Context: an optimization exercise on an open-source flow, tuned for small area and a short achievable clock period. The choices shown serve that exercise and are no tape-out recipe. Function was checked by simulation only, so behaviour that the tests miss may differ from the original. Power figures rest on the tool's default switching activity, not on a simulated workload.

==> flow/design.v (excerpt) <==
module rob_top (
   input  logic                  clk,
   input  logic                  rst,
   input  logic [1:0]            issue_kind,
   input  logic [5-1:0]     issue_dest,
   input  logic [32-1:0]      issue_pc4,
   input  logic [32-1:0]      issue_offset,
   input  logic                  issue_pred_taken,
   input  logic [32-1:0]      issue_pred_pc,
   input  logic                  alu_req,
   input  logic [4-1:0] alu_tag,
   input  logic [32-1:0]      alu_value,
   input  logic                  load_req,
   input  logic [4-1:0] load_tag,
   input  logic [32-1:0]      load_value,
   output logic                  alu_grant,
   output logic                  load_grant,
   output logic                  stall,
   output logic [4-1:0] alloc_tag,
   output logic                  commit_valid,
   output logic [5-1:0]     commit_dest,
   output logic [32-1:0]      commit_value,
   output logic                  mispredict,
   output logic [32-1:0]      pc_resolved
);
   logic                  cdb_valid;
   logic [4-1:0] cdb_tag;
   logic [32-1:0]      cdb_value;
   logic                  cdb_taken;
   result_bus i_result_bus (
      .clk        (clk),
      .rst        (rst),
      .alu_req    (alu_req),
      .alu_tag    (alu_tag),
      .alu_value  (alu_value),
      .load_req   (load_req),
      .load_tag   (load_tag),
  ...
For scale: roughly 770 flip-flops, roughly 260 I/O pins, about 37000 sq um of cells after synthesis.
==> flow/config.mk <==
export PLATFORM = sky130hd
export DESIGN_NAME = rob_top
export DESIGN_NICKNAME = rob_top
export VERILOG_FILES = /design/flow/design.v
export SDC_FILE = /design/flow/constraint.sdc
export NUM_CORES = 4
export LEC_CHECK = 0
export CAP_MARGIN = 20
export CORE_MARGIN = 2
export CORE_UTILIZATION = 55
export CTS_BUF_LIST = sky130_fd_sc_hd__clkbuf_8 sky130_fd_sc_hd__clkbuf_16
export CTS_CLUSTER_DIAMETER = 90
export CTS_CLUSTER_SIZE = 30
export PLACE_DENSITY = 0.7
export SETUP_SLACK_MARGIN = 4.2
export SLEW_MARGIN = 20
==> flow/constraint.sdc <==
create_clock -name core_clock -period 8.0 [get_ports {clk}]
set_input_delay 1.6000 -clock core_clock [delete_from_list [all_inputs] [get_ports {clk}]]
set_output_delay 1.6000 -clock core_clock [all_outputs]
set_load 0.01 [all_outputs]
standard.sh (not shown) runs the stock make flow with config.mk's settings and CLKGATE_MAP_FILE= SYNTH_SCRIPT=/design/flow/synth_recipe.tcl, a recipe that flattens the netlist after the stock synthesis.
==> flow/flow/run.sh <==
#!/bin/bash
# The standard layout, with the port buffers made from plain buf_1 cells
# (buffer_ports otherwise picks a delay buffer); the resizer still sizes
# them afterwards. Each tool's output goes to a log file here.
set -euo pipefail
bash standard.sh "BUFFER_PORTS_ARGS=-buffer_cell sky130_fd_sc_hd__buf_1" finish > standard_flow.log 2>&1
The starting point passed the timing, DRC and antenna checks.
Rerun with:
Settings changed: CORE_UTILIZATION 55 to 65, CTS_CLUSTER_DIAMETER 90 to 100, CTS_CLUSTER_SIZE 30 to 24, PLACE_DENSITY 0.7 to 0.8, SETUP_SLACK_MARGIN 4.2 to 4.0.
Outcome: The changed run ran to the end with no violations; sequential power climbs by about 0.6%; via count is higher by 2.0%; hold slack gains 0.0094 ns; setup slack gets worse by 0.20 ns; fmax drops by 4.9%; count of clock-buffer cells in the layout stays the same; non-clock buffer count grows by 5.
Rerun with:
Settings changed: CORE_UTILIZATION 65 to 50, PLACE_DENSITY 0.8 to 0.65, SETUP_SLACK_MARGIN 4.0 to 4.2.
What happened:
- combinational power grows by 4.6%
- cell area increases by 4.3%
- critical path depth does not change
- total power grows by 2.3%
- non-clock buffer count came out higher by 37
- clock-buffer cell count came out higher by 1
- worst hold slack gets worse by 0.0068 ns
Rerun with:
Settings changed: CORE_UTILIZATION 50 to 55, PLACE_DENSITY 0.65 to 0.7.
Effect:
- The changed run completed with no timing, DRC or antenna violations
- hold slack is better by 0.0031 ns
- final area is lower by a few percent
- routed wire length is lower by a few percent
Rerun with:
Settings changed: SETUP_SLACK_MARGIN 4.2 to 4.0.
Via count is lower by about 1%.
Final area is lower by about 1.5%.
Synthesized cell count does not change.
Power is lower by 0.32%.
Critical path depth is higher by 8.
Combinational power is lower by about 2%.
Global-route usage stays flat.
Flip-flop and latch count is unchanged.
Fmax is lower by 4.2%.
Non-clock buffer count is lower by 8.

what the ideal ports hide:
Ports are ideal in the flow. The routed layouts listed here were re-timed in OpenROAD.
Step 1, drivers: a clkbuf_16 drives clk and a buf_2 each remaining input, both assumed.
Step 2 also shifts input and output timing later by t, the mid clock arrival at the registers, as if the neighbouring blocks saw the same clock.
Slacks: ideal ports / drivers / drivers and shift; pairs: ideal ports / drivers.
| run | t, ns | setup WS [ns] | worst setup path after step 2 | latest minus earliest clock arrival (ns) | cell pins on the clock port's net |
|---|---|---|---|---|---|
| the first run | 0.668 | 4.068 / 4.087 / 3.419 | input to register | 0.049 / 0.048 | 1 |
| the second run | 0.666 | 3.864 / 3.860 / 3.194 | input to register | 0.037 / 0.038 | 1 |
| the third run | 0.686 | 4.018 / 4.024 / 3.338 | input to register | 0.036 / 0.036 | 1 |
| the fourth run | 0.674 | 4.111 / 4.128 / 3.454 | input to register | 0.033 / 0.033 | 1 |
| the fifth run | 0.663 | 3.943 / 3.948 / 3.285 | input to register | 0.040 / 0.039 | 1 |
After both steps setup and hold are still met in every run listed. The setup slack of the third run, which loses most, moves by +0.006 ns with the drivers and by -0.680 ns with both steps.
